This design comes from an exercise in tuning for small area on the open sky130 flow, not from production work. In this exercise RTL edits were held to simulation tests only and were not proved equivalent to the original. Power and IR drop assume default switching activity.

$ cat design.v
package mem_app_bridge_pkg;
    localparam logic [2:0] APP_CMD_WRITE = 3'b000;
    localparam logic [2:0] APP_CMD_READ  = 3'b001;
    localparam logic [1:0] IDLE       = 2'b00;
    localparam logic [1:0] WR_COLLECT = 2'b01;
    localparam logic [1:0] WR_ISSUE   = 2'b11;
    localparam logic [1:0] RD_ACTIVE  = 2'b10;
endpackage
module fifo_sync (
    input  logic         clk,
    input  logic         wr_en,
    input  logic [3:0]   wr_row,
    input  logic [127:0] din,
    input  logic [15:0]  rd_row,    
    input  logic [3:0]   rd_lane,   
    output logic [31:0]  dout
);
    logic [127:0] mem [0:15];
    always_ff @(posedge clk) begin
        if (wr_en) mem[wr_row] <= din;
    end
    always_comb begin
        dout = '0;
        for (int r = 0; r < 16; r++)
            for (int k = 0; k < 4; k++)
                dout = dout | ({32{rd_row[r] & rd_lane[k]}} & mem[r][32*k +: 32]);
    end
endmodule
module mem_app_bridge #(
    parameter int mem_width      = 32,
    parameter int app_data_width = 128,
    parameter int app_addr_width = 28,
    parameter int M_rd           = 4
) (
    input  logic                        clk_mem,
    input  logic                        reset,
    input  logic                        mem_cmd_valid,
    output logic                        mem_cmd_ready,
    input  logic [64:0]                 mem_cmd_data,
    input  logic                        mem_write_valid,
    output logic                        mem_write_ready,
    input  logic [mem_width-1:0]        mem_write_data,
    output logic                        mem_read_valid,
    input  logic                        mem_read_ready,
    output logic [mem_width-1:0]        mem_read_data,
    input  logic                        init_calib_complete,
    output logic                        app_en,
    input  logic                        app_rdy,
    output logic [2:0]                  app_cmd,
    output logic [app_addr_width-1:0]   app_addr,
    output logic [app_data_width-1:0]   app_wdf_data,
    output logic [app_data_width/8-1:0] app_wdf_mask,
    output logic                        app_wdf_wren,
    output logic                        app_wdf_end,
    input  logic                        app_wdf_rdy,
    input  logic [app_data_width-1:0]   app_rd_data,
    input  logic                        app_rd_data_valid,
    output logic                        busy
);
    logic [1:0]  state;
    logic        s_idle, s_wc, s_wi, s_rd;
    logic [31:0] left;        
    logic [1:0]  lane;        
    logic [31:0] wword [0:3];
    logic [3:0]  wmask;       
    logic        armed;       
    logic [27:4] addr_q;
    logic        rnw_q;
    logic        en_q, wren_q;
    logic [4:0]  wp, rp;      
    logic [4:0]  occ;         
    logic        cmd_fire, wr_fire, rd_fire, step;
    logic        last_word, lane3, wr_last, beat_done;
    logic        buf_empty, rd_valid, rd_pop, more, rd_issue, addr_inc;
    logic [3:0]  lane_oh;
    logic [15:0] row_oh;
    assign s_idle = (state == mem_app_bridge_pkg::IDLE);
    assign s_wc   = (state == mem_app_bridge_pkg::WR_COLLECT);
    assign s_wi   = (state == mem_app_bridge_pkg::WR_ISSUE);
    assign s_rd   = (state == mem_app_bridge_pkg::RD_ACTIVE);
    assign mem_cmd_ready = reset && s_idle && init_calib_complete;
    assign cmd_fire      = mem_cmd_ready && mem_cmd_valid;
    assign last_word = (left == 32'd1);
    assign lane3     = (lane == 2'd3);
    assign mem_write_ready = s_wc;
    assign wr_fire   = s_wc && mem_write_valid;
    assign wr_last   = wr_fire && (lane3 || last_word);
    assign beat_done = s_wi && (!en_q || app_rdy) && (!wren_q || app_wdf_rdy);
    assign buf_empty = (wp == rp);
    assign rd_valid  = s_rd && !buf_empty;
    assign rd_fire   = rd_valid && mem_read_ready;
    assign rd_pop    = rd_fire && (lane3 || last_word);
    assign step      = wr_fire || rd_fire;
    assign more     = (|left[31:6]) ||
                      ((7'(left[5:0]) + 7'(lane)) > {1'b0, occ[3:0], 2'b00});
    assign rd_issue = s_rd && more && !occ[4] && (!en_q || app_rdy);
    assign addr_inc = (s_rd && en_q && app_rdy) || beat_done;
    always_comb begin
        for (int k = 0; k < 4; k++) lane_oh[k] = rd_valid && (lane == 2'(k));
        for (int r = 0; r < 16; r++) row_oh[r] = (rp[3:0] == 4'(r));
    end
    fifo_sync u_rd_buf (
        .clk     (clk_mem),
        .wr_en   (app_rd_data_valid),
        .wr_row  (wp[3:0]),
        .din     (app_rd_data),
        .rd_row  (row_oh),
        .rd_lane (lane_oh),
        .dout    (mem_read_data)
    );
    assign mem_read_valid = rd_valid;
    assign app_en       = en_q;
    assign app_cmd      = {2'b00, rnw_q};
    assign app_addr     = {addr_q, 4'b0000};
    assign app_wdf_wren = wren_q;
    assign app_wdf_end  = wren_q;
    assign busy         = !s_idle;
    always_comb begin
        for (int k = 0; k < 4; k++) begin
            app_wdf_data[32*k +: 32] = (armed && !wmask[k]) ? wword[k] : 32'd0;
            app_wdf_mask[4*k +: 4]   = {4{wmask[k]}};
        end
    end
    always_ff @(posedge clk_mem or negedge reset) begin
        if (!reset) begin
            state <= mem_app_bridge_pkg::IDLE;
        end else begin
            unique case (state)
                mem_app_bridge_pkg::IDLE:
                    if (cmd_fire && mem_cmd_data[31:0] != 32'd0)
                        state <= mem_cmd_data[64] ? mem_app_bridge_pkg::RD_ACTIVE
                                                  : mem_app_bridge_pkg::WR_COLLECT;
                mem_app_bridge_pkg::WR_COLLECT:
                    if (wr_last) state <= mem_app_bridge_pkg::WR_ISSUE;
                mem_app_bridge_pkg::WR_ISSUE:
                    if (beat_done)
                        state <= (left == 32'd0) ? mem_app_bridge_pkg::IDLE
                                                 : mem_app_bridge_pkg::WR_COLLECT;
                default:
                    if (rd_fire && last_word) state <= mem_app_bridge_pkg::IDLE;
            endcase
        end
    end
    always_ff @(posedge clk_mem) begin
        if (cmd_fire) begin
            left <= mem_cmd_data[31:0];
            lane <= mem_cmd_data[33:32];
        end else if (step) begin
            left <= left - 32'd1;
            lane <= lane + 2'd1;
        end
        for (int k = 0; k < 4; k++)
            if (wr_fire && lane == 2'(k)) wword[k] <= mem_write_data;
    end
    always_ff @(posedge clk_mem or negedge reset) begin
        if (!reset) begin
            wmask  <= '0;
            armed  <= 1'b0;
            addr_q <= '0;
            rnw_q  <= 1'b0;
            en_q   <= 1'b0;
            wren_q <= 1'b0;
            wp     <= '0;
            rp     <= '0;
            occ    <= '0;
        end else begin
            if (cmd_fire) begin
                armed  <= 1'b1;
                rnw_q  <= mem_cmd_data[64];
                addr_q <= mem_cmd_data[57:34];
            end else if (addr_inc) begin
                addr_q <= addr_q + 24'd1;
            end
            if (cmd_fire || beat_done) wmask <= 4'hF;
            else if (wr_fire) wmask[lane] <= 1'b0;
            en_q   <= wr_last || rd_issue || (en_q && !app_rdy);
            wren_q <= wr_last || (wren_q && !app_wdf_rdy);
            if (app_rd_data_valid) wp <= wp + 5'd1;
            if (rd_pop) rp <= rp + 5'd1;
            occ <= occ + 5'(rd_issue) - 5'(rd_pop);
        end
    end
endmodule
$ cat config.mk
export PLATFORM = sky130hd
export DESIGN_NAME = mem_app_bridge
export DESIGN_NICKNAME = mem_app_bridge
export VERILOG_FILES = /design/flow/design.v
export SDC_FILE = /design/flow/constraint.sdc
export NUM_CORES = 4
export LEC_CHECK = 0
export CAP_MARGIN = 20
export CORE_MARGIN = 2
export CORE_UTILIZATION = 40
export SLEW_MARGIN = 20
$ cat run.sh
#!/bin/bash
# synth_recipe.tcl (not shown) runs the flow's synth.tcl, then flattens the netlist and writes it again
# the make line also repeats each setting of config.mk as NAME=value (left out here)
make -C /OpenROAD-flow-scripts/flow DESIGN_CONFIG=/design/flow/config.mk WORK_HOME=/design/flow/orfs CLKGATE_MAP_FILE= SYNTH_SCRIPT=/design/flow/synth_recipe.tcl finish
$ cat constraint.sdc
create_clock -name core_clock -period 7.0 [get_ports {clk_mem}]
set_input_delay 1.4000 -clock core_clock [delete_from_list [all_inputs] [get_ports {clk_mem}]]
set_output_delay 1.4000 -clock core_clock [all_outputs]
set_load 0.01 [all_outputs]
==> reports/results.txt, run 1 <==
status -> finished clean
drt total wl -> 325 mm
die area -> 218000 sq um
H-tree lvl count -> 4
commonest non-fill, non-tap cell in the layout -> edfxtp_1
area share of the leading cell type in the synthesized netlist -> 0.775
commonest cells after routing, fill and taps aside -> edfxtp_1 (2210), a22oi_1 (525), clkdlybuf4s50_1 (434)
EDFF count, synth -> 2210
Worst R2R Start -> left[0]
R2R setup slack -> 2.77 ns
largest area contributor in the netlist -> edfxtp_1
Critical Path, Cell by Cell -> and3b_2 -> nand3_2 -> buf_12 -> o22ai_1 -> a211oi_1 -> o21ai_0 -> or4_1 -> clkdlybuf4s50_1
RSZ-0062 raised after global routing -> false
Area after DPL -> 95000 sq um
Design Area, Final -> 102000 sq um
cts bufs inserted -> 224
Worst R2R Path Depth -> 20
YS warnings -> 3
hold buffer count at CTS -> 0
WHS -> 0.468 ns
Synth Instances -> 4970
vias in the first global route -> 52100
port bufs -> 435
vias per cell -> 6.46
slew margin rel. -> 0.162
Max Clk Rate -> 0.144 GHz
crit end category -> primary output
share of cells above drive strength 1 -> 0.126
worst vdd ir -> 0.344 mV
total core area -> 213000 sq um
Pre-antenna DRT Iters -> 6
crit start category -> flip-flop
ANT nets after route -> 0
Post-Layout Cell Count -> 8594
fillers -> 17800
Hold Crit Class -> in2async
clk sinks -> 2259
post-DP HPWL -> 187 mm
Mapped Area -> 85600 sq um
max incr delay on CP -> 0.99 ns
Avg Inst Size Synth -> 17.2 sq um
via count -> 55500
Clock Tree Buf Depth -> 3
total power -> 0.0370 W
clock root buffer -> clkbuf_16
largest cells by area after synthesis -> edfxtp_1 (77%), a22oi_1 (4.6%), a22o_1 (1.7%)
Worst EP required -> 5.60 ns
final period utilization -> 0.994
max-cap check violation count -> 0
clock network fraction of total power -> 0.329
first-pass GRT wire length -> 438 mm
GRT Overall Usage -> 0.291
power per cell area -> 361 nW/um^2
Leakage -> 31.7 nW
clock skew -> 0.0706 ns
Period minus WS final -> 6.96 ns
Die Ht -> 467 um
CTS tree -> yes
Max Slew Vio Count -> 0
WS Path Type -> reg2out
Congestion Overflow GR -> 0
endpoint of the worst register-to-register path -> occ[4]
Util after Layout -> 0.482
setup bufs post-CTS -> 0
internal power -> 0.0256 W
Cells after DPL -> 8156
Crit-path slowest cell -> and3b_2
io pins -> 448
Clock transition at path regs -> 0.06 ns
ys async rst share -> 0.0217
Worst Tran Pin Value -> 1.26 ns
Final setup viols -> 0
WL/cell -> 37.8 um
initial drt markers -> 8914
post-cts resize count -> 0
Placement Rows -> 169
largest net degree at the start of global routing -> 107
Crit path arrival time -> 5.56 ns
share of power burned in combinational logic -> 0.209
Reg power frac -> 0.462
Synth Register Bits -> 2259
Post-route DRC -> 0
Hold Fails Final Rpt -> 0
die width -> 467 um
worst-path fanout max -> 17
nets@finish -> 5827
P&R area growth vs syn -> 19.6%
initial antenna violation count -> 41
Skew-Pair Late Insertion Delay -> 0.92 ns
register area share after synthesis -> 0.789
Post-synth top flop -> edfxtp_1
Sw Share -> 0.308
Netlist cell types -> 89
gpl congestion -> 0.886
Starting Density -> 0.403
P_sw -> 0.0114 W
[registers in the layout, summed over array words and instances (netlist names)]
signal        flops
wmask             4
wword           128
left             32
rp                5
en_q              1
addr_q           24
lane              2
rnw_q             1
state             2
occ               5
wren_q            1
armed             1
u_rd_buf.mem   2048
wp                5
[layer usage]
layer | track usage | share of wire | up-vias
met5 | 0 | 0.00062 | -
met4 | 0.148 | 0.059 | 32
met3 | 0.0884 | 0.14 | 871
met2 | 0.438 | 0.44 | 4797
met1 | 0.383 | 0.36 | 28100
li1 | - | - | 21600
[power groups by stage]
stage / Clock [W] / Combinational, W / Sequential, W
floorplan: 0 / 0.00345 / 0.0174
global placement: 0 / 0.00746 / 0.0173
detailed placement: 0 / 0.00751 / 0.0174
CTS: 0.0123 / 0.00754 / 0.0171
global route: 0.0128 / 0.00790 / 0.0172
finish: 0.0122 / 0.00772 / 0.0171
[synth_stat cells, types with 18 or more instances]
master    count
a211oi_1     30
a22o_1      163
and2_1      134
a21oi_1     136
a31oi_1      55
mux2i_1      65
buf_4        40
ha_1         28
inv_1        28
nor3_1       45
and3_1       24
nor2_1      115
nor4_1       19
xnor2_1      35
nand3_1      67
a222oi_1     18
o22ai_1      91
o21ai_0     115
buf_1        38
a22oi_1     525
a221oi_1    148
buf_2        94
edfxtp_1   2210
nand2_1     196
dfrtp_1      49
nand4_1      51
clkbuf_1    144
[cell type report]
class,count,area [sq um],share of cell area
flip-flops and latches,2259,67600,0.660
multi-input cells,2358,17000,0.166
repair buffers,692,6790,0.0663
clock buffers,259,5760,0.0562
well taps,2821,3530,0.0344
clock inverters,155,1640,0.0160
inverters,28,105,0.00103
diodes,22,55.1,0.000537
[through the flow]
step                setup WS (ns)  setup TNS [ns]
floorplan                  -0.798        -1185.96
global placement             1.13               0
detailed placement           1.11               0
CTS                         0.119               0
global route              0.00804               0
finish                     0.0450               0
[critical path: cells and delay by family, from the launching register on]
kind                   cells  cell delay [ns]
buffers and inverters      2             1.13
and+or+nand+nor            3             2.27
DFF                        1             0.77
AOI/OAI and AO/OA          3             0.47
[cells by family after synthesis]
logic type / Yosys count / synth area share
XOR/XNOR: 50 / 0.00511
buffers and inverters: 358 / 0.0201
AND/OR/NAND/NOR: 755 / 0.0462
flip-flops: 2259 / 0.789
adder cells (fa/ha/maj): 30 / 0.00456
multiplexers: 75 / 0.00891
other: 1 / 0.0000438
AO/OA/AOI/OAI: 1442 / 0.126
[how the worst max path moves through the flow]
| stage | slack, ns | to | start | cells past startpoint |
|---|---|---|---|---|
| finish | 0.04 | mem_read_data[10] | state[1] | 8 |
| global route | 0.008 | mem_read_data[15] | state[1] | 9 |
| CTS | 0.12 | mem_read_data[10] | lane[1] | 11 |
| detailed placement | 1.11 | mem_read_data[10] | lane[1] | 11 |
| global placement | 1.13 | mem_read_data[10] | lane[1] | 11 |
| floorplan | -0.80 | u_rd_buf.mem[7][0] | app_rd_data_valid | 3 |
==> inputs of run 2 (changes only) <==
--- a/design.v
+++ b/design.v
@@ -11,14 +11,23 @@
     input  logic         wr_en,
     input  logic [3:0]   wr_row,
     input  logic [127:0] din,
+    input  logic         wsel,
+    input  logic [3:0]   wload,
+    input  logic [31:0]  wdin,
     input  logic [15:0]  rd_row,    
     input  logic [3:0]   rd_lane,   
-    output logic [31:0]  dout
+    output logic [31:0]  dout,
+    output logic [127:0] row0
 );
     logic [127:0] mem [0:15];
     always_ff @(posedge clk) begin
-        if (wr_en) mem[wr_row] <= din;
+        for (int k = 0; k < 4; k++)
+            if ((wr_en && wr_row == 4'd0) || wload[k])
+                mem[0][32*k +: 32] <= wsel ? wdin : din[32*k +: 32];
+        for (int r = 1; r < 16; r++)
+            if (wr_en && wr_row == 4'(r)) mem[r] <= din;
     end
+    assign row0 = mem[0];
     always_comb begin
         dout = '0;
         for (int r = 0; r < 16; r++)
@@ -61,7 +70,8 @@
     logic        s_idle, s_wc, s_wi, s_rd;
     logic [31:0] left;        
     logic [1:0]  lane;        
-    logic [31:0] wword [0:3];
+    logic [127:0] wbeat;      
+    logic [3:0]  wload;
     logic [3:0]  wmask;       
     logic        armed;       
     logic [27:4] addr_q;
@@ -96,6 +106,7 @@
     assign rd_issue = s_rd && more && !occ[4] && (!en_q || app_rdy);
     assign addr_inc = (s_rd && en_q && app_rdy) || beat_done;
     always_comb begin
+        for (int k = 0; k < 4; k++) wload[k] = wr_fire && (lane == 2'(k));
         for (int k = 0; k < 4; k++) lane_oh[k] = rd_valid && (lane == 2'(k));
         for (int r = 0; r < 16; r++) row_oh[r] = (rp[3:0] == 4'(r));
     end
@@ -105,8 +116,12 @@
         .wr_row  (wp[3:0]),
         .din     (app_rd_data),
         .rd_row  (row_oh),
+        .wsel    (s_wc),
+        .wload   (wload),
+        .wdin    (mem_write_data),
         .rd_lane (lane_oh),
-        .dout    (mem_read_data)
+        .dout    (mem_read_data),
+        .row0    (wbeat)
     );
     assign mem_read_valid = rd_valid;
     assign app_en       = en_q;
@@ -117,7 +132,7 @@
     assign busy         = !s_idle;
     always_comb begin
         for (int k = 0; k < 4; k++) begin
-            app_wdf_data[32*k +: 32] = (armed && !wmask[k]) ? wword[k] : 32'd0;
+            app_wdf_data[32*k +: 32] = (armed && !wmask[k]) ? wbeat[32*k +: 32] : 32'd0;
             app_wdf_mask[4*k +: 4]   = {4{wmask[k]}};
         end
     end
@@ -149,8 +164,6 @@
             left <= left - 32'd1;
             lane <= lane + 2'd1;
         end
-        for (int k = 0; k < 4; k++)
-            if (wr_fire && lane == 2'(k)) wword[k] <= mem_write_data;
     end
     always_ff @(posedge clk_mem or negedge reset) begin
         if (!reset) begin
==> run 2 against run 1 <==
Sequential cell count shrank 128. The layout now fails its checks (negative setup slack). Critical path type unchanged. Cell count is 0.67% lower. Count of clock-buffer cells in the layout decreased by 10.
==> reports/results.txt, run 2 <==
largest cells by area after synthesis -> edfxtp_1 (76%), a22oi_1 (4.7%), nand2_1 (2.3%)
max FFs per register -> 2048 (unchanged)
largest area contributor in the netlist -> edfxtp_1
Skew-Pair Late Insertion Delay -> 0.88 ns (-0.04 ns)
EDFF count, synth -> 2082 (-5.8%)
post-DP HPWL -> 206 mm (+10%)
Worst R2R Path Depth -> 17 (-15%)
status -> finished with violations
P&R area growth vs syn -> 19.9%
crit start category -> flip-flop
Leakage -> 31.0 nW (-2.3%)
total power -> 0.0310 W (-16%)
Mapped Area -> 82100 sq um (-4.1%)
Congestion Overflow GR -> 0 (unchanged)
Pre-antenna DRT Iters -> 8 (+2)
Place WS -> 0.911 ns (-0.194 ns)
critical hold path startpoint -> wp[4]
top flop regs -> u_rd_buf.mem: 2048 flops, left: 32 flops, addr_q: 24 flops
cts bufs inserted -> 210 (-6.3%)
wire length on met2 -> 149 mm (+4.6%)
crit path buf inv count -> 2 (unchanged)
Hold Fails Final Rpt -> 0 (unchanged)
slew margin rel. -> 0.190 (+0.0279)
Largest Register -> u_rd_buf.mem
commonest non-fill, non-tap cell in the layout -> edfxtp_1
die width -> 457 um (-2.0%)
xor and xnor area share after synthesis -> 0.00500 (-0.000118)
power per cell area -> 314 nW/um^2 (-13%)
setup TNS -> -0.0864 ns (-0.0864 ns)
Hold Crit Class -> reg2reg
Post-route DRC -> 0 (unchanged)
layout check faults -> negative setup slack
simple-gate portion of the synthesized area -> 0.0612 (+0.0150)
Post-Layout Cell Count -> 8536 (-0.67%)
area share of the leading cell type in the synthesized netlist -> 0.761 (-0.0139)
Synth Area in Adders -> 0.00475 (+0.000194)
hold buffer count at CTS -> 0 (unchanged)
Crit path arrival time -> 5.64 ns (+0.08 ns)
DRT met1 WL -> 120 mm (+3.5%)
WL/cell -> 39.8 um (+5.2%)
Period minus WS final -> 7.04 ns (+0.0823 ns)
RSZ-0062 raised after global routing -> false
WHS -> 0.498 ns (+0.0305 ns)
Cells after DPL -> 8129 (-0.33%)
clock skew -> 0.0381 ns (-0.0325 ns)
final period utilization -> 1.01 (+0.0118)
Setup crit start -> rp[2]
nets@finish -> 5918 (+1.6%)
largest net degree at the start of global routing -> 93 (-13%)
Critical Path, Cell by Cell -> buf_4 -> and3_4 -> nand2_1 -> a21oi_4 -> a2111oi_0 -> and3_1 -> nand4_1 -> clkdlybuf4s50_1
ys async rst share -> 0.0230 (+0.00130)
Max Slew Vio Count -> 0 (unchanged)
commonest cells after routing, fill and taps aside -> edfxtp_1 (2082), a22oi_1 (517), nand2_1 (489)
Avg Inst Size Synth -> 16.2 sq um (-6.2%)
Die Ht -> 457 um (-2.0%)
number of cells on the critical path -> 8 (unchanged)
Final setup viols -> 3 (+3)
ANT nets after route -> 0 (unchanged)
Max Clk Rate -> 0.142 GHz (-1.2%)
DR WL met3 -> 46.7 mm (-0.29%)
max-cap check violation count -> 0 (unchanged)
Hold Path Cell Cnt -> 1
clock root buffer -> clkbuf_16
most frequent cell after synthesis -> edfxtp_1
Synth Register Bits -> 2131 (-5.7%)
Synth Instances -> 5082 (+2.3%)
vias in the first global route -> 52800 (+1.3%)
WS Path Type -> reg2out
Worst R2R Start -> rp[2]
Netlist cell types -> 73 (-18%)
register area share after synthesis -> 0.776 (-0.0133)
Clock Tree Buf Depth -> 3 (unchanged)
DR top layer -> met5
GRT Overall Usage -> 0.316 (+0.0246)
initial drt markers -> 10100 (+13%)
via count -> 56700 (+2.1%)
compound-gate portion of the synthesized area -> 0.131 (+0.00513)
drt total wl -> 340 mm (+4.5%)
H-tree lvl count -> 4 (unchanged)
Post-synth top cells -> edfxtp_1 (2082), a22oi_1 (517), nand2_1 (496)
Placement Rows -> 166 (-1.8%)
worst vdd ir -> 0.256 mV (-25%)
Crit-path slowest cell -> and3_4
final setup margin -> -0.0374 ns (-0.0823 ns)
vias per cell -> 6.64 (+2.8%)
CTS tree -> yes
CP delay by family, top -> simple AND/OR/NAND/NOR gates
port bufs -> 435 (unchanged)
Worst Tran Pin Value -> 1.21 ns (-0.0458 ns)
Post-synth top flop -> edfxtp_1
first-pass GRT wire length -> 453 mm (+3.5%)
initial antenna violation count -> 35 (-15%)
crit end category -> primary output
worst-path fanout max -> 34 (+17)
io pins -> 448 (unchanged)
Starting Density -> 0.402 (-0.00104)
gpl congestion -> 0.908 (+2.4%)
Worst EP required -> 5.60 ns (about the same)
post-synthesis mux area share -> 0.00347 (-0.00544)
die area -> 209000 sq um (-4.0%)
Clock transition at path regs -> 0.06 ns (about the same)
largest family of logic cells by synthesized area -> compound AO/OA/AOI/OAI gates
clk sinks -> 2131 (-5.7%)
max incr delay on CP -> 0.95 ns (-0.04 ns)
YS warnings -> 3 (unchanged)
share of cells above drive strength 1 -> 0.117 (-0.00826)
total core area -> 204000 sq um (-3.8%)
-- run 2: cell types whose count changed after synthesis, sizes merged, moves of 34 or more --
cell	previous run	this run
nor2	116	82
edfxtp	2210	2082
mux2i	65	24
a221oi	149	189
nand2	197	496
clkbuf	144	213
buf	186	131
-- run 2: power breakdown --
part           internal [W]  total, W  leakage (nW)  switching, W
Combinational       0.00102   0.00380          8.29       0.00277
Sequential           0.0154    0.0160          19.5      0.000548
Clock               0.00617    0.0112          3.25       0.00500
Total                0.0226    0.0310          31.0       0.00833
-- run 2: cell families after synthesis --
kind of cell               count (synthesis)
AOI/OAI and AO/OA                       1441
xor gates and xnor gates                  46
adders and majority gates                 30
buffers and inverters                    369
DFF                                     2131
muxes                                     28
other                                      1
and+or+nand+nor                         1036
-- run 2: final cells by class --
| class | count | area, sq um |
|---|---|---|
| fillers | 17200 | 106000 |
| multi-input cells | 2587 | 17700 |
| well taps | 2688 | 3360 |
| clock inverters | 141 | 1270 |
| repair buffers | 699 | 6840 |
| diodes | 16 | 40.0 |
| inverters | 25 | 93.8 |
| clock buffers | 249 | 5420 |
| flip-flops and latches | 2131 | 63800 |
-- run 2: timing repair --
action | 4_1_cts | 5_1_grt
cloned | 0 | 0
hold endpoints to repair | 0 | 0
setup endpoints to repair | 2 | 10
setup buffers | 0 | 1
resized for setup | 1 | 1
pin swaps | 1 | 0
-- run 2: per-layer routing --
metal / vias to the layer above / track usage
li1: 21800 / -
met3: 983 / 0.0868
met1: 28700 / 0.412
met2: 5145 / 0.475
met5: - / 0
met4: 22 / 0.183
-- run 2: worst paths after layout --
| kind | end | slack (ns) |
|---|---|---|
| max | mem_read_data[5] | -0.04 |
| max reg2reg | occ[4] | 1.92 |
| min in group asynchronous | addr_q[25] | 0.56 |
| max in group asynchronous | rp[3] | 5.60 |
| min | wp[4] | 0.50 |
| min reg2reg | wp[4] | 0.50 |
-- run 2: stage by stage --
stage               area, sq um   util
global placement          91700  0.449
finish                    98500  0.482
floorplan                 82200      -
detailed placement        91800  0.449
global route              98500  0.482
CTS                       98500  0.482
==> inputs of run 3 (changes only) <==
==> flow/run.sh (new file) <==
#!/bin/bash
set -o pipefail
export BUFFER_PORTS_ARGS="-buffer_cell sky130_fd_sc_hd__buf_1"
export CTS_ARGS="-sink_clustering_enable -repair_clock_nets -dont_use_dummy_load -buf_list {sky130_fd_sc_hd__clkbuf_16} -sink_clustering_size 25 -sink_clustering_max_diameter 80"
bash standard.sh finish 2>&1 | tee standard_flow.log
==> standard.sh (new file) <==
#!/bin/bash
# synth_recipe.tcl (not shown) runs the flow's synth.tcl, then flattens the netlist and writes it again
# the make line also repeats each setting of config.mk as NAME=value (left out here)
make -C /OpenROAD-flow-scripts/flow DESIGN_CONFIG=/design/flow/config.mk WORK_HOME=/design/flow/orfs CLKGATE_MAP_FILE= SYNTH_SCRIPT=/design/flow/synth_recipe.tcl "${@:-finish}"
--- a/config.mk
+++ b/config.mk
@@ -7,5 +7,5 @@
 export LEC_CHECK = 0
 export CAP_MARGIN = 20
 export CORE_MARGIN = 2
-export CORE_UTILIZATION = 40
+export CORE_UTILIZATION = 60
 export SLEW_MARGIN = 20
removed: run.sh
==> run 3 against run 2 <==
The run now finishes clean. Core utilization up 18 points. Count of clock-buffer cells in the layout down 148. Sequential cell count unchanged. First-iteration DRC count grew 1.3%. Global-route usage grew 12 points. Cell count shrank 14%. Die area down 33%. Synthesized cell count did not move. Worst setup slack better by 0.20 ns. Sequential share of layout area increased by 6.1 points. Clock skew up 0.067 ns. Largest cell class unchanged. Highest routed layer unchanged.
==> reports/results.txt, run 3 <==
port bufs -> 435 (unchanged)
Worst EP required -> 5.60 ns (about the same)
Congestion Overflow GR -> 0 (unchanged)
ANT nets after route -> 0 (unchanged)
Final setup viols -> 0 (-3)
Max Clk Rate -> 0.146 GHz (+3.0%)
Clock transition at path regs -> 0.10 ns (+0.04 ns)
vias per cell -> 7.58 (+14%)
EDFF count, synth -> 2082 (unchanged)
gpl congestion -> 0.910 (+0.20%)
clk sinks -> 2131 (unchanged)
Hold Crit Class -> reg2reg
commonest non-fill, non-tap cell in the layout -> edfxtp_1
Mapped Area -> 82100 sq um (unchanged)
worst vdd ir -> 0.229 mV (-11%)
Placement Rows -> 135 (-19%)
H-tree lvl count -> 3 (-1)
Design Area, Final -> 90100 sq um (-8.6%)
Worst Tran Pin Value -> 1.33 ns (+0.115 ns)
vias in the first global route -> 50100 (-5.0%)
YS warnings -> 3 (unchanged)
clock skew -> 0.105 ns (+0.0670 ns)
GRT Overall Usage -> 0.437 (+0.121)
drt total wl -> 309 mm (-9.0%)
cts bufs inserted -> 101 (-52%)
Period minus WS final -> 6.83 ns (-0.204 ns)
share of cells above drive strength 1 -> 0.0828 (-0.0345)
max incr delay on CP -> 1.08 ns (+0.13 ns)
CTS tree -> yes
WL/cell -> 42.3 um (+6.4%)
P_sw -> 0.00699 W (-16%)
Leakage -> 27.7 nW (-11%)
Avg Inst Size Synth -> 16.2 sq um (unchanged)
top flop regs -> u_rd_buf.mem: 2048 flops, left: 32 flops, addr_q: 24 flops
via count -> 55400 (-2.3%)
Post-route DRC -> 0 (unchanged)
post-cts resize count -> 0 (-1)
most frequent cell after synthesis -> edfxtp_1
max-cap check violation count -> 0 (unchanged)
Skew-Pair Late Insertion Delay -> 0.80 ns (-0.08 ns)
Largest Register -> u_rd_buf.mem
ys async rst share -> 0.0230 (unchanged)
commonest cells after routing, fill and taps aside -> edfxtp_1 (2082), a22oi_1 (517), nand2_1 (489)
Post-synth top flop -> edfxtp_1
initial antenna violation count -> 28 (-20%)
Max Slew Vio Count -> 0 (unchanged)
total core area -> 136000 sq um (-34%)
Util after Layout -> 0.664 (+0.182)
worst-path fanout max -> 33 (-2.9%)
clock root buffer -> clkbuf_16
first-pass GRT wire length -> 417 mm (-7.9%)
slew margin rel. -> 0.113 (-0.0772)
io pins -> 448 (unchanged)
register area share after synthesis -> 0.776 (unchanged)
setup bufs post-CTS -> 0 (unchanged)
Hold Fails Final Rpt -> 0 (unchanged)
final period utilization -> 0.976 (-0.0292)
WHS -> 0.493 ns (-0.00498 ns)
crit start category -> flip-flop
area share of the leading cell type in the synthesized netlist -> 0.761 (unchanged)
Die Ht -> 374 um (-18%)
largest area contributor in the netlist -> edfxtp_1
Area after DPL -> 87500 sq um (-4.6%)
clock network fraction of total power -> 0.248 (-0.113)
Post-synth top cells -> edfxtp_1 (2082), a22oi_1 (517), nand2_1 (496)
max FFs per register -> 2048 (unchanged)
Crit-path slowest cell -> a211oi_4
die width -> 374 um (-18%)
power per cell area -> 285 nW/um^2 (-9.4%)
Critical Path, Cell by Cell -> nor2b_1 -> nand2_1 -> a211oi_4 -> buf_4 -> a221oi_1 -> and4_1 -> nand4_1 -> buf_1
hold buffer count at CTS -> 0 (unchanged)
Starting Density -> 0.606 (+0.204)
initial drt markers -> 10200 (+1.3%)
Netlist cell types -> 73 (unchanged)
crit end category -> primary output
nets@finish -> 5773 (-2.5%)
P&R area growth vs syn -> 9.67%
share of power burned in combinational logic -> 0.131 (+0.008)
post-DP HPWL -> 186 mm (-9.9%)
Synth Register Bits -> 2131 (unchanged)
Sw Share -> 0.273 (+0.00367)
WS Path Type -> reg2out
Pre-antenna DRT Iters -> 8 (unchanged)
Reg power frac -> 0.621 (+0.105)
Crit path arrival time -> 5.43 ns (-0.21 ns)
Clock Tree Buf Depth -> 3 (unchanged)
RSZ-0062 raised after global routing -> false
Synth Instances -> 5082 (unchanged)
largest cells by area after synthesis -> edfxtp_1 (76%), a22oi_1 (4.7%), nand2_1 (2.3%)
die area -> 140000 sq um (-33%)
setup TNS -> 0 ns (+0.0864 ns)
internal power -> 0.0187 W (-18%)
largest net degree at the start of global routing -> 129 (+39%)
status -> finished clean
==> run 3: changes by cell type in the layout (fill, tap and decap cells not counted), sizes merged <==
cell	before	now
buf	265	661
bufinv	17	0
clkbuf	249	103
clkdlybuf4s50	434	0
clkinv	105	1
clkinvlp	9	0
inv	35	24
==> run 3: power groups by stage <==
stage,Clock (W),Combinational [W],Sequential [W]
global route,0.00672,0.00345,0.0160
finish,0.00636,0.00336,0.0159
global placement,0,0.00323,0.0161
CTS,0.00631,0.00328,0.0159
floorplan,0,0.00151,0.0162
detailed placement,0,0.00327,0.0162
==> run 3: per-stage QoR <==
step / power, W / setup slack, ns / instances
finish: 0.0256 / 0.167 / 7304
global route: 0.0262 / 0.253 / 7289
CTS: 0.0255 / 0.436 / 7288
detailed placement: 0.0195 / 1.21 / 7187
global placement: 0.0194 / 1.26 / 7186
floorplan: 0.0177 / -0.798 / 5087
==> run 3: area by class of cell <==
cell class | count | area (sq um)
inverters | 25 | 93.8
flip-flops and latches | 2131 | 63800
multi-input cells | 2587 | 17700
clock buffers | 101 | 2530
diodes | 16 | 40.0
well taps | 1781 | 2230
fillers | 9517 | 45600
repair buffers | 663 | 3690
==> run 3: critical path: cells and delay by family, from the launching register on <==
kind	cells	cell delay (ns)
AOI/OAI and AO/OA	2	1.22
buffers and inverters	2	0.61
DFF	1	0.72
and+or+nand+nor	4	2.07
==> run 3: cell families (layout without fill, tap and decap cells) <==
family,after synthesis,count (layout),share of synthesized area
DFF,2131,2131,0.776
and+or+nand+nor,1036,1036,0.0612
AOI/OAI and AO/OA,1441,1441,0.131
xor gates and xnor gates,46,46,0.00500
buffers and inverters,369,789,0.0186
adders and majority gates,30,30,0.00475
other,1,22,0.0000457
muxes,28,28,0.00347
==> run 3: worst paths after layout <==
check,startpoint,endpoint,slack [ns],depth (start not counted)
max,rp[3],mem_read_data[29],0.17,8
min,wp[4],wp[4],0.49,1
max reg2reg,rp[3],occ[4],2.40,17
min reg2reg,wp[4],wp[4],0.49,1
max in group asynchronous,reset,rp[2],5.61,2
min in group asynchronous,reset,rp[0],0.80,2
==> run 3: metal layers <==
metal,global-route usage,share of wire,wire [um],up-vias
li1,-,-,-,21300
met1,0.616,0.35,109000,28100
met2,0.635,0.44,135000,5061
met4,0.215,0.060,18600,10
met5,0,0.00018,57,-
met3,0.118,0.15,46800,872
==> inputs of run 4 (changes only) <==
--- a/design.v
+++ b/design.v
@@ -66,10 +66,13 @@
     input  logic                        app_rd_data_valid,
     output logic                        busy
 );
-    logic [1:0]  state;
+    logic [1:0]  state, state_n;
     logic        s_idle, s_wc, s_wi, s_rd;
     logic [31:0] left;        
-    logic [1:0]  lane;        
+    logic [3:0]  laneq;       
+    logic [1:0]  lane;
+    logic [15:0] rowq;        
+    logic        rv;          
     logic [127:0] wbeat;      
     logic [3:0]  wload;
     logic [3:0]  wmask;       
@@ -81,9 +84,9 @@
     logic [4:0]  occ;         
     logic        cmd_fire, wr_fire, rd_fire, step;
     logic        last_word, lane3, wr_last, beat_done;
-    logic        buf_empty, rd_valid, rd_pop, more, rd_issue, addr_inc;
+    logic        rd_valid, rd_pop, more, rd_issue, addr_inc;
+    logic [4:0]  wp_n, rp_n;
     logic [3:0]  lane_oh;
-    logic [15:0] row_oh;
     assign s_idle = (state == mem_app_bridge_pkg::IDLE);
     assign s_wc   = (state == mem_app_bridge_pkg::WR_COLLECT);
     assign s_wi   = (state == mem_app_bridge_pkg::WR_ISSUE);
@@ -91,13 +94,13 @@
     assign mem_cmd_ready = reset && s_idle && init_calib_complete;
     assign cmd_fire      = mem_cmd_ready && mem_cmd_valid;
     assign last_word = (left == 32'd1);
-    assign lane3     = (lane == 2'd3);
+    assign lane3     = laneq[3];
+    assign lane      = {laneq[3] | laneq[2], laneq[3] | laneq[1]};
     assign mem_write_ready = s_wc;
     assign wr_fire   = s_wc && mem_write_valid;
     assign wr_last   = wr_fire && (lane3 || last_word);
     assign beat_done = s_wi && (!en_q || app_rdy) && (!wren_q || app_wdf_rdy);
-    assign buf_empty = (wp == rp);
-    assign rd_valid  = s_rd && !buf_empty;
+    assign rd_valid  = rv;
     assign rd_fire   = rd_valid && mem_read_ready;
     assign rd_pop    = rd_fire && (lane3 || last_word);
     assign step      = wr_fire || rd_fire;
@@ -106,16 +109,15 @@
     assign rd_issue = s_rd && more && !occ[4] && (!en_q || app_rdy);
     assign addr_inc = (s_rd && en_q && app_rdy) || beat_done;
     always_comb begin
-        for (int k = 0; k < 4; k++) wload[k] = wr_fire && (lane == 2'(k));
-        for (int k = 0; k < 4; k++) lane_oh[k] = rd_valid && (lane == 2'(k));
-        for (int r = 0; r < 16; r++) row_oh[r] = (rp[3:0] == 4'(r));
+        for (int k = 0; k < 4; k++) wload[k] = wr_fire && laneq[k];
+        for (int k = 0; k < 4; k++) lane_oh[k] = rv && laneq[k];
     end
     fifo_sync u_rd_buf (
         .clk     (clk_mem),
         .wr_en   (app_rd_data_valid),
         .wr_row  (wp[3:0]),
         .din     (app_rd_data),
-        .rd_row  (row_oh),
+        .rd_row  (rowq),
         .wsel    (s_wc),
         .wload   (wload),
         .wdin    (mem_write_data),
@@ -136,33 +138,43 @@
             app_wdf_mask[4*k +: 4]   = {4{wmask[k]}};
         end
     end
+    always_comb begin
+        state_n = state;
+        unique case (state)
+            mem_app_bridge_pkg::IDLE:
+                if (cmd_fire && mem_cmd_data[31:0] != 32'd0)
+                    state_n = mem_cmd_data[64] ? mem_app_bridge_pkg::RD_ACTIVE
+                                               : mem_app_bridge_pkg::WR_COLLECT;
+            mem_app_bridge_pkg::WR_COLLECT:
+                if (wr_last) state_n = mem_app_bridge_pkg::WR_ISSUE;
+            mem_app_bridge_pkg::WR_ISSUE:
+                if (beat_done)
+                    state_n = (left == 32'd0) ? mem_app_bridge_pkg::IDLE
+                                              : mem_app_bridge_pkg::WR_COLLECT;
+            default:
+                if (rd_fire && last_word) state_n = mem_app_bridge_pkg::IDLE;
+        endcase
+    end
+    assign wp_n = wp + 5'(app_rd_data_valid);
+    assign rp_n = rp + 5'(rd_pop);
     always_ff @(posedge clk_mem or negedge reset) begin
         if (!reset) begin
             state <= mem_app_bridge_pkg::IDLE;
+            rv    <= 1'b0;
+            rowq  <= 16'd1;
         end else begin
-            unique case (state)
-                mem_app_bridge_pkg::IDLE:
-                    if (cmd_fire && mem_cmd_data[31:0] != 32'd0)
-                        state <= mem_cmd_data[64] ? mem_app_bridge_pkg::RD_ACTIVE
-                                                  : mem_app_bridge_pkg::WR_COLLECT;
-                mem_app_bridge_pkg::WR_COLLECT:
-                    if (wr_last) state <= mem_app_bridge_pkg::WR_ISSUE;
-                mem_app_bridge_pkg::WR_ISSUE:
-                    if (beat_done)
-                        state <= (left == 32'd0) ? mem_app_bridge_pkg::IDLE
-                                                 : mem_app_bridge_pkg::WR_COLLECT;
-                default:
-                    if (rd_fire && last_word) state <= mem_app_bridge_pkg::IDLE;
-            endcase
+            state <= state_n;
+            rv    <= (state_n == mem_app_bridge_pkg::RD_ACTIVE) && (wp_n != rp_n);
+            if (rd_pop) rowq <= {rowq[14:0], rowq[15]};
         end
     end
     always_ff @(posedge clk_mem) begin
         if (cmd_fire) begin
             left <= mem_cmd_data[31:0];
-            lane <= mem_cmd_data[33:32];
+            for (int k = 0; k < 4; k++) laneq[k] <= (mem_cmd_data[33:32] == 2'(k));
         end else if (step) begin
-            left <= left - 32'd1;
-            lane <= lane + 2'd1;
+            left  <= left - 32'd1;
+            laneq <= {laneq[2:0], laneq[3]};
         end
     end
     always_ff @(posedge clk_mem or negedge reset) begin
@@ -185,11 +197,11 @@
                 addr_q <= addr_q + 24'd1;
             end
             if (cmd_fire || beat_done) wmask <= 4'hF;
-            else if (wr_fire) wmask[lane] <= 1'b0;
+            else wmask <= wmask & ~wload;
             en_q   <= wr_last || rd_issue || (en_q && !app_rdy);
             wren_q <= wr_last || (wren_q && !app_wdf_rdy);
-            if (app_rd_data_valid) wp <= wp + 5'd1;
-            if (rd_pop) rp <= rp + 5'd1;
+            wp <= wp_n;
+            rp <= rp_n;
             occ <= occ + 5'(rd_issue) - 5'(rd_pop);
         end
     end
==> run 4 against run 3 <==
Sequential cell count grew 19. Worst hold slack gained 0.0010 ns. Combinational power grew 49%. Worst setup slack gained 0.96 ns. Cell area shrank 1.9%. Global-route usage shrank 3.2 points. Clock power is essentially flat. Highest routed layer unchanged. Fmax grew 16%. Via count shrank 4.9%. Area after synthesis shrank 0.57%.
==> reports/results.txt, run 4 <==
final period utilization -> 0.838 (-0.138)
drt total wl -> 284 mm (-8.0%)
clock skew -> 0.0759 ns (-0.0292 ns)
post-cts resize count -> 0 (unchanged)
Max Slew Vio Count -> 0 (unchanged)
crit path buf inv count -> 2 (unchanged)
largest cells by area after synthesis -> edfxtp_1 (77%), a22oi_1 (4.8%), nand2_1 (2.1%)
Clock Tree Buf Depth -> 3 (unchanged)
power per cell area -> 320 nW/um^2 (+12%)
Netlist cell types -> 72 (-1.4%)
Largest Register -> u_rd_buf.mem
commonest cells after routing, fill and taps aside -> edfxtp_1 (2084), a22oi_1 (521), nand2_1 (455)
Synth Register Bits -> 2150 (+0.89%)
hold buffer count at CTS -> 0 (unchanged)
Synth Instances -> 4934 (-2.9%)
EDFF count, synth -> 2084 (+0.096%)
Pre-antenna DRT Iters -> 6 (-2)
Hold Crit Class -> reg2reg
Critical Path, Cell by Cell -> buf_4 -> nand2_1 -> o22ai_1 -> a221oi_1 -> o21ai_0 -> nor4_1 -> nand3_1 -> buf_1
Starting Density -> 0.604 (-0.00197)
largest net degree at the start of global routing -> 102 (-21%)
WS Path Type -> reg2out
Post-synth top cells -> edfxtp_1 (2084), a22oi_1 (521), nand2_1 (463)
initial antenna violation count -> 32 (+14%)
max FFs per register -> 2048 (unchanged)
worst-path fanout max -> 64 (+94%)
Worst EP required -> 5.60 ns (about the same)
crit end category -> primary output
H-tree lvl count -> 3 (unchanged)
Post-route DRC -> 0 (unchanged)
WHS -> 0.494 ns (+0.00104 ns)
CP delay by family, top -> simple AND/OR/NAND/NOR gates
via count -> 52700 (-4.9%)
Skew-Pair Late Insertion Delay -> 0.77 ns (-0.03 ns)
post-DP HPWL -> 158 mm (-15%)
first-pass GRT wire length -> 392 mm (-6.2%)
setup bufs post-CTS -> 0 (unchanged)
nets@finish -> 5507 (-4.6%)
Hold Fails Final Rpt -> 0 (unchanged)
register area share after synthesis -> 0.786 (+0.0104)
Post-synth top flop -> edfxtp_1
vias in the first global route -> 49200 (-1.9%)
status -> finished clean
total core area -> 135000 sq um (-0.25%)
Period minus WS final -> 5.87 ns (-0.964 ns)
Worst Tran Pin Value -> 1.16 ns (-0.167 ns)
gpl congestion -> 0.861 (-5.3%)
Crit-path slowest cell -> dfrtp_4
RSZ-0062 raised after global routing -> false
total power -> 0.0283 W (+10%)
P&R area growth vs syn -> 8.21%
Mapped Area -> 81700 sq um (-0.57%)
die area -> 139000 sq um (-0.57%)
initial drt markers -> 9958 (-2.8%)
Placement Rows -> 135 (unchanged)
Final setup viols -> 0 (unchanged)
Leakage -> 27.3 nW (-1.4%)
die width -> 373 um (-0.28%)
most frequent cell after synthesis -> edfxtp_1
Congestion Overflow GR -> 0 (unchanged)
max-cap check violation count -> 0 (unchanged)
io pins -> 448 (unchanged)
Crit path arrival time -> 4.47 ns (-0.96 ns)
largest area contributor in the netlist -> edfxtp_1
area share of the leading cell type in the synthesized netlist -> 0.766 (+0.00512)
Die Ht -> 373 um (-0.28%)
CTS tree -> yes
ys async rst share -> 0.0307 (+0.00770)
WL/cell -> 40.3 um (-4.8%)
Max Clk Rate -> 0.170 GHz (+16%)
port bufs -> 435 (unchanged)
clock root buffer -> clkbuf_16
YS warnings -> 3 (unchanged)
max incr delay on CP -> 0.78 ns (-0.30 ns)
crit start category -> flip-flop
share of cells above drive strength 1 -> 0.0615 (-0.0213)
vias per cell -> 7.46 (-1.6%)
cts bufs inserted -> 102 (+0.99%)
Clock transition at path regs -> 0.09 ns (about the same)
top flop regs -> u_rd_buf.mem: 2048 flops, left: 32 flops, addr_q: 24 flops
worst vdd ir -> 0.239 mV (+4.3%)
commonest non-fill, non-tap cell in the layout -> edfxtp_1
clk sinks -> 2150 (+0.89%)
GRT Overall Usage -> 0.405 (-0.0317)
ANT nets after route -> 0 (unchanged)
slew margin rel. -> 0.227 (+0.114)
Avg Inst Size Synth -> 16.6 sq um (+2.4%)
[run 4: cell families (layout without fill, tap and decap cells)]
| group | Yosys count | after routing | synth area share |
|---|---|---|---|
| AO/OA/AOI/OAI | 1299 | 1299 | 0.122 |
| XOR/XNOR | 66 | 66 | 0.00708 |
| adder cells (fa/ha/maj) | 20 | 20 | 0.00325 |
| buffers and inverters | 375 | 687 | 0.0184 |
| flip-flops | 2150 | 2150 | 0.786 |
| multiplexers | 20 | 20 | 0.00317 |
| other | 1 | 31 | 0.0000459 |
| AND/OR/NAND/NOR | 1003 | 1003 | 0.0594 |
[run 4: report_power, final]
| group | total, W | internal, W | switching [W] |
|---|---|---|---|
| clock network | 0.00639 | 0.00260 | 0.00379 |
| logic | 0.00502 | 0.00112 | 0.00390 |
| registers | 0.0169 | 0.0161 | 0.000828 |
[run 4: cell type report]
type                    count  area (sq um)
repair buffers            569          3010
well taps                1781          2230
multi-input cells        2414         16200
clock buffers             102          2550
flip-flops and latches   2150         64300
inverters                  16          60.1
fillers                  9604         46900
diodes                     25          62.6
[run 4: worst min-delay path, stage by stage (launching register included)]
cell and delay, ns:
dfrtp_1 0.36, nand2_1 0.05, nand2_1 0.06
[run 4: stage by stage]
step,util,cell area [sq um],cells,setup TNS (ns),setup slack (ns)
5_1_grt,0.653,88300,7043,0,1.17
2_1_floorplan,-,81700,4939,-213.91,-0.836
4_1_cts,0.653,88300,7031,0,1.30
6_report,0.653,88400,7057,0,1.13
3_3_place_gp,0.634,85700,6929,0,2.12
3_5_place_dp,0.634,85700,6929,0,2.10
[run 4: path summary, 6_finish.rpt]
kind | from | endpoint | slack [ns] | cells past startpoint
worst min-delay path | rnw_q | rnw_q | 0.49 | 2
worst max register to register | laneq[3] | occ[4] | 2.27 | 20
min in group asynchronous | reset | addr_q[22] | 0.56 | 1
worst max-delay path | rv | mem_read_data[25] | 1.13 | 8
worst min register to register | rnw_q | rnw_q | 0.49 | 2
max in group asynchronous | reset | rowq[13] | 5.23 | 2
[run 4: per-layer routing]
| layer | wire (um) | GRT usage | part of all wire | vias to the layer above |
|---|---|---|---|---|
| li1 | - | - | - | 20700 |
| met1 | 103000 | 0.579 | 0.36 | 27100 |
| met2 | 129000 | 0.615 | 0.45 | 4306 |
| met3 | 39500 | 0.0879 | 0.14 | 608 |
| met4 | 13000 | 0.160 | 0.046 | 14 |
| met5 | 84 | 0 | 0.00030 | - |
==> inputs of run 5 (changes only) <==
--- a/design.v
+++ b/design.v
@@ -28,12 +28,53 @@
             if (wr_en && wr_row == 4'(r)) mem[r] <= din;
     end
     assign row0 = mem[0];
-    always_comb begin
-        dout = '0;
+    logic [63:0] sel;
+    logic [63:0] wbit [0:31];
+    always_comb
         for (int r = 0; r < 16; r++)
-            for (int k = 0; k < 4; k++)
-                dout = dout | ({32{rd_row[r] & rd_lane[k]}} & mem[r][32*k +: 32]);
-    end
+            for (int k = 0; k < 4; k++) begin
+                sel[4*r + k] = rd_row[r] & rd_lane[k];
+                for (int b = 0; b < 32; b++) wbit[b][4*r + k] = mem[r][32*k + b];
+            end
+    for (genvar b = 0; b < 32; b++) begin : g_out
+        logic [21:0] grp_n;
+        for (genvar g = 0; g < 21; g++) begin : g_grp
+            rd_aoi3 u_aoi (
+                .s (sel[3*g +: 3]),
+                .d (wbit[b][3*g +: 3]),
+                .y (grp_n[g])
+            );
+        end
+        rd_nand2 u_nand_last (
+            .s (sel[63]),
+            .d (wbit[b][63]),
+            .y (grp_n[21])
+        );
+        rd_nand22 u_nand (
+            .a (grp_n),
+            .y (dout[b])
+        );
+    end
+endmodule
+module rd_aoi3 (
+    input  logic [2:0] s,
+    input  logic [2:0] d,
+    output logic       y
+);
+    assign y = ~|(s & d);
+endmodule
+module rd_nand2 (
+    input  logic s,
+    input  logic d,
+    output logic y
+);
+    assign y = ~(s & d);
+endmodule
+module rd_nand22 (
+    input  logic [21:0] a,
+    output logic        y
+);
+    assign y = ~&a;
 endmodule
 module mem_app_bridge #(
     parameter int mem_width      = 32,
--- a/config.mk
+++ b/config.mk
@@ -7,5 +7,7 @@
 export LEC_CHECK = 0
 export CAP_MARGIN = 20
 export CORE_MARGIN = 2
-export CORE_UTILIZATION = 60
+export CORE_UTILIZATION = 70
 export SLEW_MARGIN = 20
+export SYNTH_HIERARCHICAL = 1
+export SYNTH_MINIMUM_KEEP_SIZE = 0
==> run 5 against run 4 <==
Cell area is 3.3% lower. Worst setup slack worse by 0.22 ns. Core utilization is 12 points higher. Sequential power hardly changed. Sequential share of layout area is 2.4 points higher. Die area is 17% lower.
==> reports/results.txt, run 5 <==
status -> finished clean
Die Ht -> 339 um (-9.1%)
setup TNS -> 0 ns (unchanged)
YS warnings -> 12 (+9)
final period utilization -> 0.871 (+0.0321)
P_sw -> 0.00713 W (-16%)
crit path buf inv count -> 1 (-1)
share of cells above drive strength 1 -> 0.0735 (+0.0120)
largest cells by area after synthesis -> edfxtp_1 (80%), a222oi_1 (8.6%), dfrtp_1 (2.1%)
power per cell area -> 309 nW/um^2 (-3.6%)
Critical Path, Cell by Cell -> and2_1 -> and2_2 -> a222oi_1 -> nand4_1 -> nor4_1 -> nand4_1 -> buf_1
largest net degree at the start of global routing -> 129 (+26%)
most frequent cell after synthesis -> edfxtp_1
clk sinks -> 2150 (unchanged)
Place WS -> 1.94 ns (-0.162 ns)
Util after Layout -> 0.770 (+0.117)
Post-synth top cells -> edfxtp_1 (2084), a222oi_1 (672), and2_1 (202)
P&R area growth vs syn -> 8.82%
hold buffer count at CTS -> 0 (unchanged)
WS Path Type -> reg2out
fillers -> 6353 (-34%)
internal power -> 0.0193 W (-2.7%)
slew margin rel. -> 0.0873 (-0.140)
R2R setup slack -> 2.86 ns (+0.59 ns)
Period minus WS final -> 6.09 ns (+0.224 ns)
share of power burned in combinational logic -> 0.137 (-0.040)
Register Area -> 64200 sq um (about the same)
gpl congestion -> 0.889 (+3.3%)
Clock Tree Buf Depth -> 3 (unchanged)
commonest cells after routing, fill and taps aside -> edfxtp_1 (2084), a222oi_1 (672), buf_1 (434)
Post-route DRC -> 0 (unchanged)
drt total wl -> 261 mm (-8.2%)
vias in the first global route -> 47700 (-3.0%)
Synth Instances -> 4124 (-16%)
vias per cell -> 8.04 (+7.7%)
Worst Tran Pin Value -> 1.37 ns (+0.210 ns)
Hold Fails Final Rpt -> 0 (unchanged)
Max Clk Rate -> 0.164 GHz (-3.7%)
Netlist cell types -> 67 (-6.9%)
crit start category -> flip-flop
port bufs -> 435 (unchanged)
Placement Rows -> 122 (-9.6%)
initial drt markers -> 11800 (+19%)
worst vdd ir -> 0.244 mV (+2.2%)
ys async rst share -> 0.0307 (unchanged)
io pins -> 448 (unchanged)
commonest non-fill, non-tap cell in the layout -> edfxtp_1
via count -> 50000 (-5.1%)
Worst EP required -> 5.60 ns (about the same)
max FFs per register -> 2048 (unchanged)
CP delay by family, top -> simple AND/OR/NAND/NOR gates
initial antenna violation count -> 26 (-19%)
post-cts resize count -> 0 (unchanged)
max incr delay on CP -> 1.16 ns (+0.38 ns)
worst-path fanout max -> 16 (-75%)
Hold Crit Class -> reg2reg
Worst R2R Start -> laneq[3]
clock network fraction of total power -> 0.232 (+0.006)
Final setup viols -> 0 (unchanged)
clock skew -> 0.0815 ns (+0.00552 ns)
WL/cell -> 42.0 um (+4.1%)
clock root buffer -> clkbuf_16
register area share after synthesis -> 0.818 (+0.0313)
Sw Share -> 0.270 (-0.0308)
GRT Overall Usage -> 0.451 (+0.0457)
Crit path arrival time -> 4.69 ns (+0.22 ns)
cts bufs inserted -> 96 (-5.9%)
Crit-path slowest cell -> a222oi_1
Synth Register Bits -> 2150 (unchanged)
die area -> 115000 sq um (-17%)
max-cap check violation count -> 0 (unchanged)
cell with the most instances on the worst path -> nand4_1
Hold Path Cell Cnt -> 1 (-1)
Max Slew Vio Count -> 0 (unchanged)
Multi-input gate area -> 13600 sq um (-16%)
area share of the leading cell type in the synthesized netlist -> 0.797 (+0.0305)
setup bufs post-CTS -> 0 (unchanged)
endpoint of the worst register-to-register path -> occ[4]
H-tree lvl count -> 3 (unchanged)
Reg power frac -> 0.632 (+0.035)
Avg Inst Size Synth -> 19.0 sq um (+15%)
Largest Register -> u_rd_buf.mem
nets@finish -> 4964 (-9.9%)
Mapped Area -> 78500 sq um (-3.8%)
Starting Density -> 0.708 (+0.104)
crit end category -> primary output
Leakage -> 26.7 nW (-2.0%)
ANT nets after route -> 0 (unchanged)
die width -> 339 um (-9.1%)
post-DP HPWL -> 147 mm (-6.9%)
Pre-antenna DRT Iters -> 17 (+11)
RSZ-0062 raised after global routing -> false
Worst R2R Path Depth -> 17 (-15%)
Post-synth top flop -> edfxtp_1
total power -> 0.0264 W (-6.8%)
hold path endpoint -> rp[4]
EDFF count, synth -> 2084 (unchanged)
Congestion Overflow GR -> 0 (unchanged)
total core area -> 111000 sq um (-18%)
Clock transition at path regs -> 0.10 ns (about the same)
top flop regs -> u_rd_buf.mem: 2048 flops, left: 32 flops, addr_q: 24 flops
CTS tree -> yes
largest area contributor in the netlist -> edfxtp_1
Skew-Pair Late Insertion Delay -> 0.74 ns (-0.03 ns)
final setup margin -> 0.906 ns (-0.224 ns)
critical hold path startpoint -> rp[4]
first-pass GRT wire length -> 357 mm (-8.9%)
[run 5: cell count changes after synthesis, moves of 70 or more]
cell / before / now
a222oi_1: 142 / 672
a22oi_1: 521 / 1
nand2_1: 463 / 134
clkbuf_1: 275 / 40
inv_1: 15 / 148
nand4_1: 53 / 171
a221oi_1: 111 / 0
a22o_1: 99 / 0
o21ai_0: 86 / 173
a31oi_1: 77 / 7
nand3_1: 90 / 20
[run 5: worst max path at each step]
stage / to / startpoint / slack, ns / depth (start not counted)
6_report: mem_read_data[18] / rv / 0.91 / 7
5_1_grt: mem_read_data[18] / rv / 1.07 / 7
4_1_cts: mem_read_data[18] / rv / 1.17 / 8
3_5_place_dp: mem_read_data[18] / rv / 1.94 / 8
3_3_place_gp: mem_read_data[18] / rv / 1.95 / 8
2_1_floorplan: u_rd_buf.mem[2][0] / app_rd_data_valid / -0.83 / 3
[run 5: cells by family after synthesis]
kind of cell               share of synthesized area
AOI/OAI and AO/OA                              0.104
xor gates and xnor gates                     0.00524
adders and majority gates                    0.00338
buffers and inverters                         0.0124
DFF                                            0.818
muxes                                        0.00272
other                                      0.0000477
and+or+nand+nor                               0.0541
[run 5: metrics by stage]
stage,instance area [sq um],hold WS (ns),std cells
2_1_floorplan,78600,0.447,4129
3_3_place_gp,83000,0.475,6098
3_5_place_dp,83000,0.483,6100
4_1_cts,85400,0.497,6196
5_1_grt,85400,0.531,6203
6_report,85500,0.498,6218
[run 5: modules after synthesis (local to each module, per instance)]
module          cell area, sq um  cells inside
rd_nand2                    3.75             1
rd_aoi3                     10.0             1
mem_app_bridge              6810           746
fifo_sync                  63400          2450
rd_nand22                   46.3             7
[run 5: power groups by stage]
stage          registers (W)  clock network [W]  logic [W]
2_1_floorplan         0.0169                  0    0.00189
3_3_place_gp          0.0168                  0    0.00342
3_5_place_dp          0.0169                  0    0.00352
4_1_cts               0.0166            0.00606    0.00353
5_1_grt               0.0168            0.00647    0.00380
6_report              0.0167            0.00611    0.00360
[run 5: worst reg2reg max path, delay by kind of cell (launching register included)]
kind	cells	cell delay (ns)
XOR/XNOR	2	0.21
AND/OR/NAND/NOR	3	0.56
adder cells (fa/ha/maj)	6	1.76
flip-flops	1	0.46
AO/OA/AOI/OAI	5	1.05
buffers and inverters	1	0.04
[run 5: final cells by class]
class,count,share of cell area
tap,1488,0.0218
multi-input combinational,1751,0.160
antenna,22,0.000644
inverter,148,0.00650
timing repair buffer,563,0.0319
sequential,2150,0.751
clock buffer,96,0.0281
[run 5: metal layers]
metal / vias up / part of all wire / track usage
met1: 24500 / 0.31 / 0.595
met2: 5278 / 0.44 / 0.664
met5: - / 0.0012 / 0.00708
li1: 19200 / - / -
met3: 1028 / 0.18 / 0.157
met4: 18 / 0.068 / 0.252
==> inputs of run 6 (changes only) <==
--- a/design.v
+++ b/design.v
@@ -11,7 +11,6 @@
     input  logic         wr_en,
     input  logic [3:0]   wr_row,
     input  logic [127:0] din,
-    input  logic         wsel,
     input  logic [3:0]   wload,
     input  logic [31:0]  wdin,
     input  logic [15:0]  rd_row,    
@@ -20,12 +19,41 @@
     output logic [127:0] row0
 );
     logic [127:0] mem [0:15];
+    logic [127:0] nxt [0:15];
+    logic [15:0]  ld, nld;      
+    logic [3:0]   nld0;
+    always_comb begin
+        for (int r = 0; r < 16; r++) begin
+            ld[r]  = wr_en && (wr_row == 4'(r));
+            nld[r] = !ld[r];
+        end
+        for (int k = 0; k < 4; k++) nld0[k] = !(ld[0] || wload[k]);
+    end
+    for (genvar r = 0; r < 16; r++) begin : g_row
+        for (genvar b = 0; b < 128; b++) begin : g_bit
+            if (r == 0) begin : g_r0
+                st_hold3 u_hold (
+                    .ld_a (ld[0]),
+                    .d_a  (din[b]),
+                    .ld_b (wload[b / 32]),
+                    .d_b  (wdin[b % 32]),
+                    .nld  (nld0[b / 32]),
+                    .q    (mem[0][b]),
+                    .y    (nxt[0][b])
+                );
+            end else begin : g_rn
+                st_hold u_hold (
+                    .ld  (ld[r]),
+                    .nld (nld[r]),
+                    .d   (din[b]),
+                    .q   (mem[r][b]),
+                    .y   (nxt[r][b])
+                );
+            end
+        end
+    end
     always_ff @(posedge clk) begin
-        for (int k = 0; k < 4; k++)
-            if ((wr_en && wr_row == 4'd0) || wload[k])
-                mem[0][32*k +: 32] <= wsel ? wdin : din[32*k +: 32];
-        for (int r = 1; r < 16; r++)
-            if (wr_en && wr_row == 4'(r)) mem[r] <= din;
+        for (int r = 0; r < 16; r++) mem[r] <= nxt[r];
     end
     assign row0 = mem[0];
     logic [63:0] sel;
@@ -62,6 +90,26 @@
     output logic       y
 );
     assign y = ~|(s & d);
+endmodule
+module st_hold (
+    input  logic ld,
+    input  logic nld,
+    input  logic d,
+    input  logic q,
+    output logic y
+);
+    assign y = (ld & d) | (nld & q);
+endmodule
+module st_hold3 (
+    input  logic ld_a,
+    input  logic d_a,
+    input  logic ld_b,
+    input  logic d_b,
+    input  logic nld,
+    input  logic q,
+    output logic y
+);
+    assign y = (ld_a & d_a) | (ld_b & d_b) | (nld & q);
 endmodule
 module rd_nand2 (
     input  logic s,
@@ -159,7 +207,6 @@
         .wr_row  (wp[3:0]),
         .din     (app_rd_data),
         .rd_row  (rowq),
-        .wsel    (s_wc),
         .wload   (wload),
         .wdin    (mem_write_data),
         .rd_lane (lane_oh),
==> run 6 against run 5 <==
Wire length increased by 20%. Sequential share of layout area is 22 points lower. Global-route usage is 8.3 points higher. Synthesized cell count increased by 46%. Clock power is 2% higher. First-iteration DRC count rose by 65%. Cell area down 3.4%. Count of clock-buffer cells in the layout is the same. Worst hold slack lost 0.019 ns. Combinational power rose to 2.7 times the previous value. Area after synthesis is 4.1% lower. Clock skew shrank 0.023 ns. Largest cell class unchanged.
==> reports/results.txt, run 6 <==
status -> finished clean
Post-synth top cells -> dfxtp_1 (2048), a22o_1 (1920), a222oi_1 (800)
area share of the leading cell type in the synthesized netlist -> 0.544 (-0.252)
max incr delay on CP -> 0.74 ns (-0.42 ns)
YS warnings -> 13 (+1)
Placement Rows -> 120 (-1.6%)
final setup margin -> 0.737 ns (-0.169 ns)
Worst Tran Pin Value -> 1.32 ns (-0.0530 ns)
setup bufs post-CTS -> 0 (unchanged)
Clock transition at path regs -> 0.10 ns (about the same)
register area share after synthesis -> 0.581 (-0.237)
CTS tree -> yes
clock skew -> 0.0588 ns (-0.0227 ns)
Pre-antenna DRT Iters -> 16 (-1)
Worst R2R Start -> laneq[3]
Netlist cell types -> 68 (+1.5%)
Crit-path slowest cell -> a222oi_1
Period minus WS final -> 6.26 ns (+0.169 ns)
Hold Crit Class -> reg2reg
Place WS -> 1.90 ns (-0.0438 ns)
largest cells by area after synthesis -> dfxtp_1 (54%), a22o_1 (22%), a222oi_1 (11%)
gpl congestion -> 0.942 (+5.9%)
ANT nets after route -> 0 (unchanged)
initial drt markers -> 19500 (+65%)
worst-path fanout max -> 21 (+5)
Max Clk Rate -> 0.160 GHz (-2.7%)
die width -> 332 um (-2.0%)
last element of the critical path -> mem_read_data[9]
port bufs -> 435 (unchanged)
vias in the first global route -> 65500 (+37%)
CP delay by family, top -> simple AND/OR/NAND/NOR gates
hold buffer count at CTS -> 0 (unchanged)
RSZ-0062 raised after global routing -> false
Starting Density -> 0.705 (-0.00312)
initial antenna violation count -> 20 (-23%)
Hold Fails Final Rpt -> 0 (unchanged)
Post-synth top flop -> dfxtp_1
max FFs per register -> 2048 (unchanged)
fillers -> 7136 (+12%)
setup TNS -> 0 ns (unchanged)
Multi-input gate area -> 31200 sq um (+130%)
io pins -> 448 (unchanged)
nets@finish -> 6883 (+39%)
Crit path arrival time -> 4.86 ns (+0.17 ns)
EDFF count, synth -> 36 (-98%)
largest net degree at the start of global routing -> 129 (unchanged)
Largest Register -> u_rd_buf.mem
die area -> 110000 sq um (-4.0%)
total core area -> 107000 sq um (-3.7%)
P&R area growth vs syn -> 9.60%
drt total wl -> 312 mm (+20%)
max-cap check violation count -> 0 (unchanged)
number of cells on the critical path -> 8 (+1)
crit path buf inv count -> 2 (+1)
most frequent cell after synthesis -> dfxtp_1
endpoint of the worst register-to-register path -> occ[4]
post-cts resize count -> 0 (unchanged)
Die Ht -> 332 um (-2.0%)
R2R setup slack -> 2.81 ns (-0.05 ns)
Worst R2R Path Depth -> 17 (unchanged)
cts bufs inserted -> 96 (unchanged)
slew margin rel. -> 0.123 (+0.0353)
final period utilization -> 0.895 (+0.0241)
commonest non-fill, non-tap cell in the layout -> dfxtp_1
post-synthesis mux area share -> 0.00284 (+0.000116)
Worst EP required -> 5.60 ns (about the same)
share of cells above drive strength 1 -> 0.0582 (-0.0152)
ys async rst share -> 0.0307 (unchanged)
WHS -> 0.479 ns (-0.0194 ns)
xor and xnor area share after synthesis -> 0.00523 (-0.00000882)
top flop regs -> u_rd_buf.mem: 2048 flops, left: 32 flops, addr_q: 24 flops
## run 6: power breakdown
group	leakage [nW]	switching, W	internal, W
clock	1.18	0.00379	0.00246
sequential	18.3	0.00371	0.0182
combinational	15.1	0.00486	0.00490
## run 6: cell families (layout without fill, tap and decap cells)
group | Yosys count | after routing
mux | 16 | 16
other cells | 1 | 35
buf+inv | 204 | 813
flops | 2150 | 2150
simple gates | 734 | 734
xor+xnor | 45 | 45
compound gates | 2843 | 2843
fa+ha+maj | 20 | 20
## run 6: per-module statistics from Yosys, one instance, submodules excluded
module          flops+latches  times used  area [sq um]
rd_nand22                   0          32          46.3
rd_aoi3                     0         672          10.0
st_hold3                    0         128          13.8
st_hold                     0        1920          8.76
mem_app_bridge            102           1          6750
fifo_sync                2048           1         41700
rd_nand2                    0          32          3.75
## run 6: through the flow
step / power, W / instances / cell area [sq um]
2_1_floorplan: 0.0277 / 6018 / 75400
3_3_place_gp: 0.0304 / 7930 / 80000
3_5_place_dp: 0.0310 / 7931 / 80000
4_1_cts: 0.0371 / 8027 / 82400
5_1_grt: 0.0391 / 8036 / 82500
6_report: 0.0379 / 8059 / 82600
## run 6: worst min path at each step
stage | from | endpoint | slack, ns | depth (start not counted)
6_report | u_rd_buf.mem[6][22] | u_rd_buf.mem[6][22] | 0.48 | 1
2_1_floorplan | u_rd_buf.mem[10][64] | u_rd_buf.mem[10][64] | 0.44 | 1
5_1_grt | u_rd_buf.mem[4][119] | u_rd_buf.mem[4][119] | 0.49 | 1
4_1_cts | u_rd_buf.mem[1][78] | u_rd_buf.mem[1][78] | 0.48 | 1
3_5_place_dp | u_rd_buf.mem[9][27] | u_rd_buf.mem[9][27] | 0.45 | 1
3_3_place_gp | u_rd_buf.mem[14][57] | u_rd_buf.mem[14][57] | 0.45 | 1
## run 6: area by class of cell
cell class | count | share of cell area
clock buffer | 96 | 0.0291
multi-input combinational | 3664 | 0.378
antenna | 29 | 0.000879
sequential | 2150 | 0.530
timing repair buffer | 573 | 0.0346
tap | 1403 | 0.0213
inverter | 144 | 0.00655
## run 6: metal layers
layer / vias up / wire, um / part of all wire / global-route usage
met5: - / 285 / 0.00091 / 0.0152
met4: 22 / 27500 / 0.088 / 0.374
met3: 1722 / 58200 / 0.19 / 0.251
met2: 7217 / 121000 / 0.39 / 0.720
met1: 33700 / 105000 / 0.34 / 0.670
li1: 27200 / - / - / -

-- static timing again, ports no longer ideal --
Ports are ideal in the flow. The routed layouts listed here were re-timed in OpenROAD.
Step 1: set_driving_cell puts a clkbuf_16 on clk_mem and a buf_2 on each other input, an assumption about the parent block.
Step 2, shift: input delay + t, output delay - t, t = (earliest + latest rising clock arrival at the registers) / 2. This alone moves slack from input paths to output paths.
a / b / c = ideal ports / drivers / drivers and shift; a / b = the first two.
| run | shift t [ns] | setup WS [ns] | worst data-port slew with drivers (ns) |
|---|---|---|---|
| run 1 | 0.967 | 0.045 / -0.042 / 0.925 | 0.21 |
| run 2 | 0.961 | -0.037 / -0.131 / 0.830 | 0.22 |
| run 3 | 0.827 | 0.167 / 0.084 / 0.911 | 0.29 |
| run 4 | 0.814 | 1.131 / 1.045 / 1.859 | 0.20 |
| run 5 | 0.785 | 0.906 / 0.822 / 1.607 | 0.16 |
| run 6 | 0.793 | 0.737 / 0.656 / 1.449 | 0.12 |
